Context: an optimization exercise on an open-source flow, tuned for small area, a short achievable clock period and few clock cycles per item. The choices shown serve that exercise and are no tape-out recipe. The RTL was checked by simulation tests, not by an equivalence proof against the original design. Power and IR drop assume default switching activity.

==> design.v <==
package ple_pkg;
	localparam logic [2:0] OP_APPEND   = 3'd0;
	localparam logic [2:0] OP_INSERT   = 3'd1;
	localparam logic [2:0] OP_READ     = 3'd2;
	localparam logic [2:0] OP_DEL_LAST = 3'd3;
	localparam logic [2:0] OP_DEL_POS  = 3'd4;
	localparam logic [1:0] ST_OK    = 2'd0;
	localparam logic [1:0] ST_EMPTY = 2'd1;
	localparam logic [1:0] ST_FULL  = 2'd2;
	localparam logic [1:0] ST_RANGE = 2'd3;
	localparam int IN_W       = 40;
	localparam int IN_USER_W  = 3;
	localparam int OUT_W      = 104;
	localparam int OUT_USER_W = 2;
endpackage
module ple_cell #(
	parameter int DATA_WIDTH = 32
) (
	input  logic                  clk,
	input  logic                  en,
	input  logic                  sel_prev,
	input  logic                  sel_next,
	input  logic                  sel_word,
	input  logic [DATA_WIDTH-1:0] word_x,     
	input  logic [DATA_WIDTH-1:0] prev_q,     
	input  logic [DATA_WIDTH-1:0] next_q,     
	output logic [DATA_WIDTH-1:0] q
);
	logic [DATA_WIDTH-1:0] d;
	assign d = ~(({DATA_WIDTH{sel_prev}} & prev_q) |
	             ({DATA_WIDTH{sel_next}} & next_q) |
	             ({DATA_WIDTH{sel_word}} & word_x));
	always_ff @(posedge clk) begin
		if (en)
			q <= d;
	end
endmodule
module positional_list_engine_core (
	input  logic          clk,
	input  logic          arst_n,
	input  logic          s_axis_tvalid,
	output logic          s_axis_tready,
	input  logic [39:0]   s_axis_tdata,
	input  logic [2:0]    s_axis_tuser,
	output logic          m_axis_tvalid,
	input  logic          m_axis_tready,
	output logic [103:0]  m_axis_tdata,
	output logic [1:0]    m_axis_tuser
);
	localparam int N = 16;
	logic         c_v;
	logic         is_app, is_ins, is_rd, is_dl, is_dp;
	logic [4:0]   pos;
	logic [N-1:0] gp;
	logic [31:0]  word;
	logic        m_valid_q;
	logic [31:0] rd_q;
	logic [4:0]  cnt_q;
	logic [31:0] last_q;
	logic [1:0]  st_q;
	logic exec;
	assign exec          = c_v && (!m_valid_q || m_axis_tready);
	assign s_axis_tready = !c_v || exec;
	logic full, empty, one, pos_ge_n, pos_ge_n1;
	logic ins, del, rd_ok;
	logic [1:0] st_d;
	logic [4:0] cnt_d;
	logic [N-1:0] vq;
	logic [N+1:0] vx;
	assign vx = {2'b00, vq};
	assign full      = vq[N-1];
	assign empty     = !vq[0];
	assign one       = vq[0] && !vq[1];
	assign pos_ge_n  = !(|(gp & vq));
	assign pos_ge_n1 = !(|({gp[N-2:0], 1'b0} & vq));
	assign ins   = (is_app || is_ins) && !full;
	assign del   = (is_dl || is_dp) && !empty;
	assign rd_ok = is_rd && !empty && !pos_ge_n;
	always_comb begin
		st_d = ple_pkg::ST_OK;
		if (is_app || is_ins) begin
			if (full)
				st_d = ple_pkg::ST_FULL;
		end else if (is_rd) begin
			if (empty)
				st_d = ple_pkg::ST_EMPTY;
			else if (pos_ge_n)
				st_d = ple_pkg::ST_RANGE;
		end else if (is_dl || is_dp) begin
			if (empty)
				st_d = ple_pkg::ST_EMPTY;
		end else begin
			st_d = ple_pkg::ST_RANGE;
		end
	end
	assign cnt_d = ins ? cnt_q + 5'd1 : del ? cnt_q - 5'd1 : cnt_q;
	logic [N-1:0] gn, gn1, gi, gd;
	for (genvar i = 0; i < N; i++) begin : g_ge
		assign gn[i]  = !vx[i];
		assign gn1[i] = !vx[i+1];
	end
	assign gi = gn | ({N{is_ins}} & gp);
	assign gd = gn1 | ({N{is_dp}} & gp);
	logic [31:0] ent_q [N];
	logic [31:0] ent   [N];
	for (genvar i = 0; i < N; i++) begin : g_cell
		assign ent[i] = (i % 2 == 1) ? ~ent_q[i] : ent_q[i];
	end
	logic sw0, sn0;
	assign sw0 = ins && gi[0];
	assign sn0 = del && gd[0];
	always_ff @(posedge clk or negedge arst_n) begin
		if (!arst_n)
			ent_q[0] <= '0;
		else if (exec && (sw0 || sn0))
			ent_q[0] <= sw0 ? word : (one ? 32'd0 : ent[1]);
	end
	for (genvar i = 1; i < N; i++) begin : g_row
		logic sp, sn, sw, en;
		logic [31:0] nq;
		assign sp = ins && gi[i-1];
		assign sw = ins && gi[i] && !gi[i-1];
		if (i == N - 1) begin : g_tail
			assign sn = 1'b0;
			assign nq = '0;
			assign en = exec && ins && gi[i];
		end else begin : g_body
			assign sn = del && gd[i];
			assign nq = ent_q[i+1];
			assign en = exec && ((ins && gi[i]) || (del && gd[i]));
		end
		ple_cell #(.DATA_WIDTH(32)) u_cell (
			.clk      (clk),
			.en       (en),
			.sel_prev (sp),
			.sel_next (sn),
			.sel_word (sw),
			.word_x   ((i % 2 == 1) ? word : ~word),
			.prev_q   (ent_q[i-1]),
			.next_q   (nq),
			.q        (ent_q[i])
		);
	end
	logic [3:0]  la;
	logic [31:0] look;
	logic [4:0]  nm2;
	assign nm2  = cnt_q - 5'd2;
	assign la   = is_rd ? pos[3:0] : nm2[3:0];
	assign look = ent[la];
	logic [31:0] rd_d, last_d;
	assign rd_d = rd_ok ? look : 32'd0;
	always_comb begin
		last_d = last_q;
		if (del && one)
			last_d = '0;
		else if (ins && (is_app || pos_ge_n))
			last_d = word;
		else if (del && (is_dl || pos_ge_n1))
			last_d = look;
	end
	always_ff @(posedge clk or negedge arst_n) begin
		if (!arst_n) begin
			c_v       <= 1'b0;
			m_valid_q <= 1'b0;
			cnt_q     <= '0;
			vq        <= '0;
			last_q    <= '0;
		end else begin
			if (s_axis_tready)
				c_v <= s_axis_tvalid;
			if (exec)
				m_valid_q <= 1'b1;
			else if (m_axis_tready)
				m_valid_q <= 1'b0;
			if (exec) begin
				cnt_q  <= cnt_d;
				last_q <= last_d;
				if (ins)
					vq <= {vq[N-2:0], 1'b1};
				else if (del)
					vq <= {1'b0, vq[N-1:1]};
			end
		end
	end
	always_ff @(posedge clk) begin
		if (s_axis_tready) begin
			is_app <= (s_axis_tuser == ple_pkg::OP_APPEND);
			is_ins <= (s_axis_tuser == ple_pkg::OP_INSERT);
			is_rd  <= (s_axis_tuser == ple_pkg::OP_READ);
			is_dl  <= (s_axis_tuser == ple_pkg::OP_DEL_LAST);
			is_dp  <= (s_axis_tuser == ple_pkg::OP_DEL_POS);
			pos    <= s_axis_tdata[4:0];
			for (int i = 0; i < N; i++)
				gp[i] <= (5'(i) >= s_axis_tdata[4:0]);
			word   <= s_axis_tdata[36:5];
		end
		if (exec) begin
			rd_q <= rd_d;
			st_q <= st_d;
		end
	end
	assign m_axis_tvalid = m_valid_q;
	assign m_axis_tdata  = {3'b000, last_q, ent_q[0], cnt_q, rd_q};
	assign m_axis_tuser  = st_q;
endmodule
==> flow/run.sh <==
#!/bin/bash
set -euo pipefail
cd "$(dirname "$0")/.."
bash standard.sh synth > synth.log 2>&1
bash standard.sh "BUFFER_PORTS_ARGS=-buffer_cell sky130_fd_sc_hd__buf_2" MATCH_CELL_FOOTPRINT=0 \
	"CTS_ARGS=-sink_clustering_enable -repair_clock_nets -sink_clustering_size 40 -sink_clustering_max_diameter 70 -dont_use_dummy_load" \
	finish > layout.log 2>&1
==> standard.sh <==
#!/bin/bash
# synth_recipe.tcl (not shown) runs the flow's synth.tcl, then flattens the netlist and writes it again
# the make line also repeats each setting of config.mk as NAME=value (left out here)
make -C /OpenROAD-flow-scripts/flow DESIGN_CONFIG=/design/flow/config.mk WORK_HOME=/design/flow/orfs CLKGATE_MAP_FILE= SYNTH_SCRIPT=/design/flow/synth_recipe.tcl "${@:-finish}"
==> config.mk <==
export PLATFORM = sky130hd
export DESIGN_NAME = positional_list_engine_core
export DESIGN_NICKNAME = positional_list_engine_core
export VERILOG_FILES = /design/flow/design.v
export SDC_FILE = /design/flow/constraint.sdc
export NUM_CORES = 4
export LEC_CHECK = 0
export CAP_MARGIN = 20
export CELL_PAD_IN_SITES_DETAIL_PLACEMENT = 1
export CORE_MARGIN = 2
export CORE_UTILIZATION = 35
export PLACE_DENSITY = 0.45
export SETUP_SLACK_MARGIN = 3.1
export SLEW_MARGIN = 20
export SYNTH_HIERARCHICAL = 1
==> constraint.sdc <==
create_clock -name core_clock -period 6.0 [get_ports {clk}]
set_input_delay 1.2000 -clock core_clock [delete_from_list [all_inputs] [get_ports {clk}]]
set_output_delay 1.2000 -clock core_clock [all_outputs]
set_load 0.01 [all_outputs]
==> summary.md, run 1 <==
| Metric | Value |
|---|---|
| Mapped Avg Cell Area | `roughly 14 sq um` |
| CTS Buffer Depth | `3` |
| TritonCTS clock tree | `yes` |
| Layout Nets | `roughly 2,500` |
| Vias in the first global route | `between 20,000 and 30,000` |
| Share of the yosys chip area belonging to registers | `about three fifths` |
| Core ar. | `between 80,000 and 90,000 sq um` |
| # port buffers | `148` |
| Max incr delay on CP | `approximately 0.19 ns` |
| Reg area | `between 15,000 and 20,000 sq um` |
| Mean routed wirelength per cell | `~45 um` |
| Total wire length | `~170,000 um` |
| Worst Tran Pin Value | `around 1.2 ns` |
| Skew final | `between 0.07 and 0.08 ns` |
| Leak pwr | `around 10 nW` |
| Grt total ovfl | `0` |
| Die area | `92,300 sq um` |
| Via-per-instance ratio | `slightly below 8` |
| # clock sinks | `about 660` |
| H-tree levels | `2` |
| Clk pin slew, worst setup/hold paths | `around 0.070 ns` |
| CP Cell Sequence | `buf_6 > nand3b_1 > buf_12 > buf_6` |
| Final WS setup | `between 3 and 4 ns` |
| Synthesis warning total | `27` |
| Area after DPL | `33,500 sq um` |
| CP Capture Type | `primary output` |
| Status | `finished clean` |
| Final period util | `between 40% and 50%` |
| Global-route wire length before repair | `between 200,000 and 250,000 um` |
| Slew HR | `between 20 and 25%` |
| Pin count of the biggest net entering global routing | `a little over 50` |
| Worst setup SP type | `input port` |
| Via count | `~28,000` |
| Hold Buf Count CTS | `0` |
| Peak supply drop | `roughly 210 uV` |
| Synthesized cell area | `about 31,000 sq um` |
| Gr usage total | `34.1%` |
| Prevailing post-synth register cell | `edfxtp_1` |
| Place WS | `1.94 ns` |
| TNS Setup | `0 ns` |
| DRC | `0` |
| Later-pin clock latency in the skew report | `approximately 0.64 ns` |
| Initial core utilization | `between 30% and 40%` |
| Root Buffer | `clkbuf_16` |
| Initial antenna violation count | `0` |
| Crit Path Max Fanout | `2` |
| Num CTS Buffers | `50` |
| Fmax | `roughly 340 MHz` |
| Area occupied by multi-input gates | `between 10,000 and 15,000 sq um` |
| CP top delay family | `buffers and inverters` |
| DR pass1 iterations | `12` |
| Initial drt markers | `slightly below 7,000` |
| Fin. max-slew vios | `0` |
| Flops & latches, synth | `658` |
| Fillers | `approximately 9,100` |
| Required time worst endpoint | `around 4.8 ns` |
| RSZ-0062 raised after global routing | `yes` |
| Setup CP Type | `input port to primary output` |
| Syn Inst Count | `2,327` |
| Max-Cap Viols | `0` |
| Final setup violation count | `0` |
| Die W | `304 um` |
| Crit path DAT | `~1.8 ns` |
| Buf/Inv on CP | `3` |
| Netlist cell types | `65` |
| Site row count | `109` |
| Cell area after layout | `35,800 sq um` |
| Hold Fails Final Rpt | `0` |
| Fraction of layout cells with a size suffix above 1 | `between 10% and 20%` |
| Boundary Pins | `155` |
| Post-DP HPWL | `around 89,000 um` |
| Pwr/cell area | `approximately 240 nW/um^2` |
| Hold Path Class | `register to register` |
| Post-DRT Antenna Nets | `0` |
| RePlAce Congestion | `between 0.8 and 0.9` |
| Layout area overhead | `13.7%` |
| Post-synth ARST share | `between 10% and 20%` |
| Critical-path top delay cell | `nand3b_1` |
| Most Frequent Cell on Critical Path | `buf_6` |
| Die H | `304 um` |
| Utilization after layout | `about two fifths` |
| Fin Hold WS | `roughly 0.47 ns` |
| Final min period | `a little under 3 ns` |
| Post-synth EDFFs | `approximately 570` |
[timing repair]
action                                  CTS  global route
resized for setup                        98            16
buffers inserted                         29            10
gates cloned                             10             4
endpoints found under the setup margin  708           227
pin swaps                                13             5
[state kept, by name, summed over array words and instances (netlist names)]
register / count
rd_q: 32
g_row.u_cell.q: 480
pos: 4
is_ins: 1
word: 32
last_q: 32
vq: 16
cnt_q: 5
is_dp: 1
m_valid_q: 1
gp: 16
is_dl: 1
c_v: 1
is_rd: 1
st_q: 2
ent_q: 32
is_app: 1
[through the flow]
step	instances	total power, mW
floorplan	2366	5.32
global placement	3533	5.54
detailed placement	3533	5.54
CTS	3622	8.62
global route	3636	8.82
finish	3639	8.62
[cells in the mapped netlist, types with 5 or more instances]
cell type    n  area [sq um]
nand4_1      8          50.1
a32oi_1      8          70.1
a221oi_1    28           245
buf_6       90          1010
buf_2       60           300
dfrtp_1     87          2180
o31ai_1     35           263
nor3_1      68           340
nor2_1      91           342
a21oi_1     79           395
nor2b_1      7          43.8
a22oi_1     84           631
o21ai_0     81           405
nand2_1    122           458
and4_1      26           228
mux2i_1     12           120
o2bb2ai_1   50           438
a222oi_1   481          4810
nor4_1      31           194
o21a_1      16           120
inv_1       55           206
a211o_1      5          43.8
a211oi_1     5          37.5
clkbuf_1    81           304
o22ai_1     67           419
edfxtp_1   571         17100
[worst register-to-register path: cells and delay by family, from the launching register on]
family	cells	cell delay, ns
AO/OA/AOI/OAI	3	1.78
flip-flops	1	0.53
buffers and inverters	1	0.29
[logic make-up (layout without fill, tap and decap cells)]
| kind of cell | after synthesis | after routing | share of synthesized area, % |
|---|---|---|---|
| XOR/XNOR | 6 | 6 | 0.215 |
| buffers and inverters | 295 | 392 | 5.94 |
| AO/OA/AOI/OAI | 970 | 978 | 25.9 |
| adder cells (fa/ha/maj) | 5 | 5 | 0.223 |
| other | 1 | 43 | 0.0119 |
| multiplexers | 13 | 13 | 0.418 |
| AND/OR/NAND/NOR | 379 | 379 | 5.86 |
| flip-flops | 658 | 658 | 61.4 |
[layout by cell type, fill, tap and decap left out, types with 16 or more instances in the layout]
cell | Yosys | routed
a221oi_1 | 28 | 28
a22oi_1 | 84 | 83
edfxtp_1 | 571 | 571
o2bb2ai_1 | 50 | 50
buf_4 | 3 | 94
o21a_4 | 0 | 18
buf_2 | 60 | 145
o22ai_1 | 67 | 65
nand2_1 | 122 | 121
inv_1 | 55 | 55
a21oi_1 | 79 | 64
and4_1 | 26 | 21
buf_6 | 90 | 16
o21ai_0 | 81 | 80
conb_1 | 1 | 40
nor4_1 | 31 | 25
nor3_1 | 68 | 66
dfrtp_1 | 87 | 85
o31ai_1 | 35 | 35
clkbuf_16 | 0 | 56
nor2_1 | 91 | 75
a222oi_1 | 481 | 481
[layer usage]
layer | part of all wire, % | vias to the layer above | GRT usage (%)
met2 | 43 | 2740 | 51.0
met3 | 15 | 574 | 9.78
li1 | - | 10595 | -
met4 | 6.3 | 0 | 17.9
met5 | 0 | - | 0
met1 | 36 | 14456 | 44.9
[worst paths after layout]
kind	from	to	slack, ns	cells after the start
max in group asynchronous	arst_n	last_q[28]	4.58	2
min	cnt_q[4]	cnt_q[4]	0.47	1
min in group asynchronous	arst_n	c_v	0.70	2
max	m_axis_tready	s_axis_tready	3.02	4
max reg2reg	vq[0]	g_row[7].u_cell.q[28]	3.05	4
min reg2reg	cnt_q[4]	cnt_q[4]	0.47	1
[cell type report]
cell class | count | area share (%)
antenna | 3 | 0.0210
timing repair buffer | 285 | 6.14
sequential | 658 | 54.0
tap | 1165 | 4.07
multi-input combinational | 1421 | 31.6
inverter | 57 | 0.609
clock buffer | 50 | 3.50
[power breakdown]
group,leakage (nW),internal (mW),switching [mW]
Clock,0.616,1.47,1.64
Combinational,4.66,0.133,0.297
Sequential,4.95,4.98,0.106
Total,10.2,6.58,2.05
Testbench counts, summed over its fixed seeds: cycles 12,016, items 12,000.
==> run 2, diff against run 1 <==
--- a/config.mk
+++ b/config.mk
@@ -11,3 +11,3 @@
 export CORE_UTILIZATION = 35
-export PLACE_DENSITY = 0.45
+export PLACE_DENSITY = 0.6
 export SETUP_SLACK_MARGIN = 3.1
==> run 2 against run 1 <==
  * Still clean on timing, DRC and antenna
  * Final area shrank 0.62%
  * Clock power shrank 13%
  * Power shrank 4.7%
  * Sequential share of layout area grew 0.35 points
  * Global-route usage shrank 1.9 points
  * Sequential power is essentially flat
  * Combinational power is essentially flat
  * Cell count is essentially flat
  * Maximum frequency grew 1.4%
  * Wire length shrank 5.9%
  * Die area is the same
  * Hold slack gained 0.0045 ns
  * Largest power group unchanged
==> summary.md, run 2 <==
| Metric | Value |
|---|---|
| Share of the yosys chip area belonging to registers | `between 60% and 70%` |
| RePlAce Congestion | `between 0.9 and 1` |
| Peak supply drop | `178 uV` |
| Place WS | `about 1.7 ns` |
| Vias in the first global route | `29,342` |
| Boundary Pins | `155` |
| H-tree levels | `2` |
| Via count | `between 20,000 and 30,000` |
| Die H | `304 um` |
| Layout area overhead | `13.0%` |
| Clk pin slew, worst setup/hold paths | `about 0.08 ns` |
| CTS Buffer Depth | `3` |
| Grt total ovfl | `0` |
| Site row count | `roughly 110` |
| Status | `finished clean` |
| Psw | `between 1.5 and 2 mW` |
| Fillers | `9,132` |
| Syn Inst Count | `around 2,300` |
| Pwr/cell area | `231 nW/um^2` |
| Worst Tran Pin Value | `between 1 and 1.5 ns` |
| Root Buffer | `clkbuf_16` |
| Pin count of the biggest net entering global routing | `between 50 and 60` |
| Skew final | `about 0.064 ns` |
| Initial core utilization | `a little over a third` |
| Gr usage total | `about 32%` |
| Required time worst endpoint | `4.80 ns` |
| Worst setup SP type | `input port` |
| DR pass1 iterations | `14` |
| DRC | `0` |
| Post-DP HPWL | `about 83,000 um` |
| Synth top cells by count | `571 x edfxtp_1, 481 x a222oi_1, 122 x nand2_1` |
| Clk network pwr share | `between 30% and 40%` |
| Synthesized cell area | `around 31,000 sq um` |
| Num CTS Buffers | `39` |
| Top area cells in the synthesized netlist | `edfxtp_1 55%, a222oi_1 15%, dfrtp_1 6.9%` |
| Max reg flops | `480` |
| Fin. max-slew vios | `0` |
| TritonCTS clock tree | `yes` |
| Post-synth ARST share | `a little over an eighth` |
| Initial antenna violation count | `6` |
| Final setup violation count | `0` |
| Global-route wire length before repair | `around 220,000 um` |
| RSZ-0062 raised after global routing | `yes` |
| Utilization after layout | `between 40% and 50%` |
| Hold Path Class | `register to register` |
| # clock sinks | `roughly 660` |
| TNS Setup | `0 ns` |
| Mapped Avg Cell Area | `13.5 sq um` |
| Net Sw Frac | `between 20% and 30%` |
| Setup CP Type | `input port to primary output` |
| Synthesis warning total | `27` |
| Post-DRT Antenna Nets | `0` |
| Final period util | `around half` |
| Top reg by flops | `g_row.u_cell.q` |
| Die area | `between 90,000 and 100,000 sq um` |
| Later-pin clock latency in the skew report | `0.64 ns` |
| Die W | `between 300 and 400 um` |
| Core ar. | `just under 90,000 sq um` |
| Final min period | `between 2 and 3 ns` |
| Most common cell after layout, fill and taps aside | `edfxtp_1` |
| Flops & latches, synth | `roughly 660` |
| Total wire length | `roughly 160,000 um` |
| Slew HR | `about 29%` |
| Crit Path Max Fanout | `2` |
| Fmax | `around 340 MHz` |
| CP Capture Type | `primary output` |
| Fraction of layout cells with a size suffix above 1 | `around 18%` |
| Leak pwr | `around 10 nW` |
| Fin Hold WS | `~0.47 ns` |
| Internal | `around 6.3 mW` |
| Most common cell in the synthesized netlist | `edfxtp_1` |
| Final WS setup | `about 3.1 ns` |
| Synth top area share | `a little over half` |
| # port buffers | `around 150` |
| Initial drt markers | `roughly 8,500` |
| Post-synth EDFFs | `approximately 570` |
| Netlist cell types | `65` |
| Most frequent cells in the layout | `571 x edfxtp_1, 481 x a222oi_1, 145 x buf_2` |
| Combinational fraction of design power | `around 5.3%` |
| Hold Fails Final Rpt | `0` |
| Mean routed wirelength per cell | `approximately 43 um` |
| Via-per-instance ratio | `a little under 8` |
| Power share of the sequential group | `around three fifths` |
| Crit path DAT | `roughly 1.7 ns` |
| Prevailing post-synth register cell | `edfxtp_1` |
| Layout Nets | `2,526` |
| Area leader, netlist | `edfxtp_1` |
| Max-Cap Viols | `0` |
run 2: power by group through the flow:
stage | Clock (mW) | Sequential, mW | Combinational [mW]
finish | 2.70 | 5.08 | 0.433
CTS | 2.70 | 5.07 | 0.388
global placement | 0 | 5.17 | 0.332
detailed placement | 0 | 5.18 | 0.346
floorplan | 0 | 5.14 | 0.183
global route | 2.83 | 5.08 | 0.449
run 2: what timing repair did:
| item | in CTS | in global routing |
|---|---|---|
| pin swaps | 13 | 11 |
| gates cloned | 13 | 3 |
| gates resized for setup | 83 | 46 |
| endpoints found under the setup margin | 763 | 200 |
| setup buffers | 35 | 14 |
| hold buffers | 0 | 0 |
run 2: final cells by class:
class / instances / area (sq um) / share of cell area, %
sequential: 658 / 19300 / 54.4
timing repair buffer: 291 / 2220 / 6.24
clock buffer: 39 / 976 / 2.75
antenna: 4 / 10.0 / 0.0282
tap: 1165 / 1460 / 4.10
inverter: 57 / 219 / 0.616
multi-input combinational: 1427 / 11300 / 31.9
run 2: worst max-delay path, cell delays in order:
cell	delay (ns)
buf_6	0.09
nand3b_1	0.18
buf_12	0.15
buf_6	0.11
run 2: through the flow:
stage               area [sq um]  instances  total power [mW]
floorplan                  31700       2366              5.32
detailed placement         33400       3533              5.52
finish                     35600       3641              8.22
global route               35500       3638              8.37
global placement           33300       3532              5.51
CTS                        35200       3620              8.16
run 2: metal layers:
metal	GRT usage, %	vias up	wire [um]
met5	1.71	-	204
met4	20.3	10	13000
met3	11.9	891	26500
met2	48.5	3253	66200
met1	39.0	14105	49600
li1	-	10598	-
run 2: kinds of logic after synthesis:
kind of cell               share of synthesized area [%]
and+or+nand+nor                                     5.86
AOI/OAI and AO/OA                                   25.9
DFF                                                 61.4
adders and majority gates                          0.223
other                                             0.0119
buffers and inverters                               5.94
muxes                                              0.418
xor gates and xnor gates                           0.215
run 2: worst paths after layout:
check | from | end | slack, ns | cells past startpoint
min in group asynchronous | arst_n | last_q[6] | 0.71 | 1
worst min register to register | cnt_q[4] | cnt_q[4] | 0.47 | 1
worst max-delay path | m_axis_tready | s_axis_tready | 3.06 | 4
worst min-delay path | cnt_q[4] | cnt_q[4] | 0.47 | 1
worst max register to register | vq[15] | g_row[3].u_cell.q[26] | 3.08 | 5
max in group asynchronous | arst_n | last_q[29] | 4.07 | 2

afterwards: timing with drivers on the ports:
How much do the figures lean on ideal ports? The routed layouts below were timed once more, with nothing changed but the port constraints.
Step 1 assumes that a clkbuf_16 drives the clock port and a buf_2 every other input.
Step 2 adds t to the input delays and takes it off the output delays; t is the mean of the earliest and latest rising clock arrival at the registers after step 1. Input paths then give back, and output paths get back, about the clock's delay inside the block.
Three values: ideal, step 1, step 2; two values: the first two.
| run | t, ns | slack for setup (ns) | slew at the worst register clock pin (ns) |
|---|---|---|---|
| run 1 | 0.681 | 3.018 / 2.987 / 2.433 | 0.10 / 0.10 |
| run 2 | 0.675 | 3.058 / 3.018 / 2.555 | 0.12 / 0.12 |
After both steps every run listed still meets setup and hold. The setup slack of run 1, which loses most, moves by -0.031 ns with the drivers and by -0.585 ns with both steps.
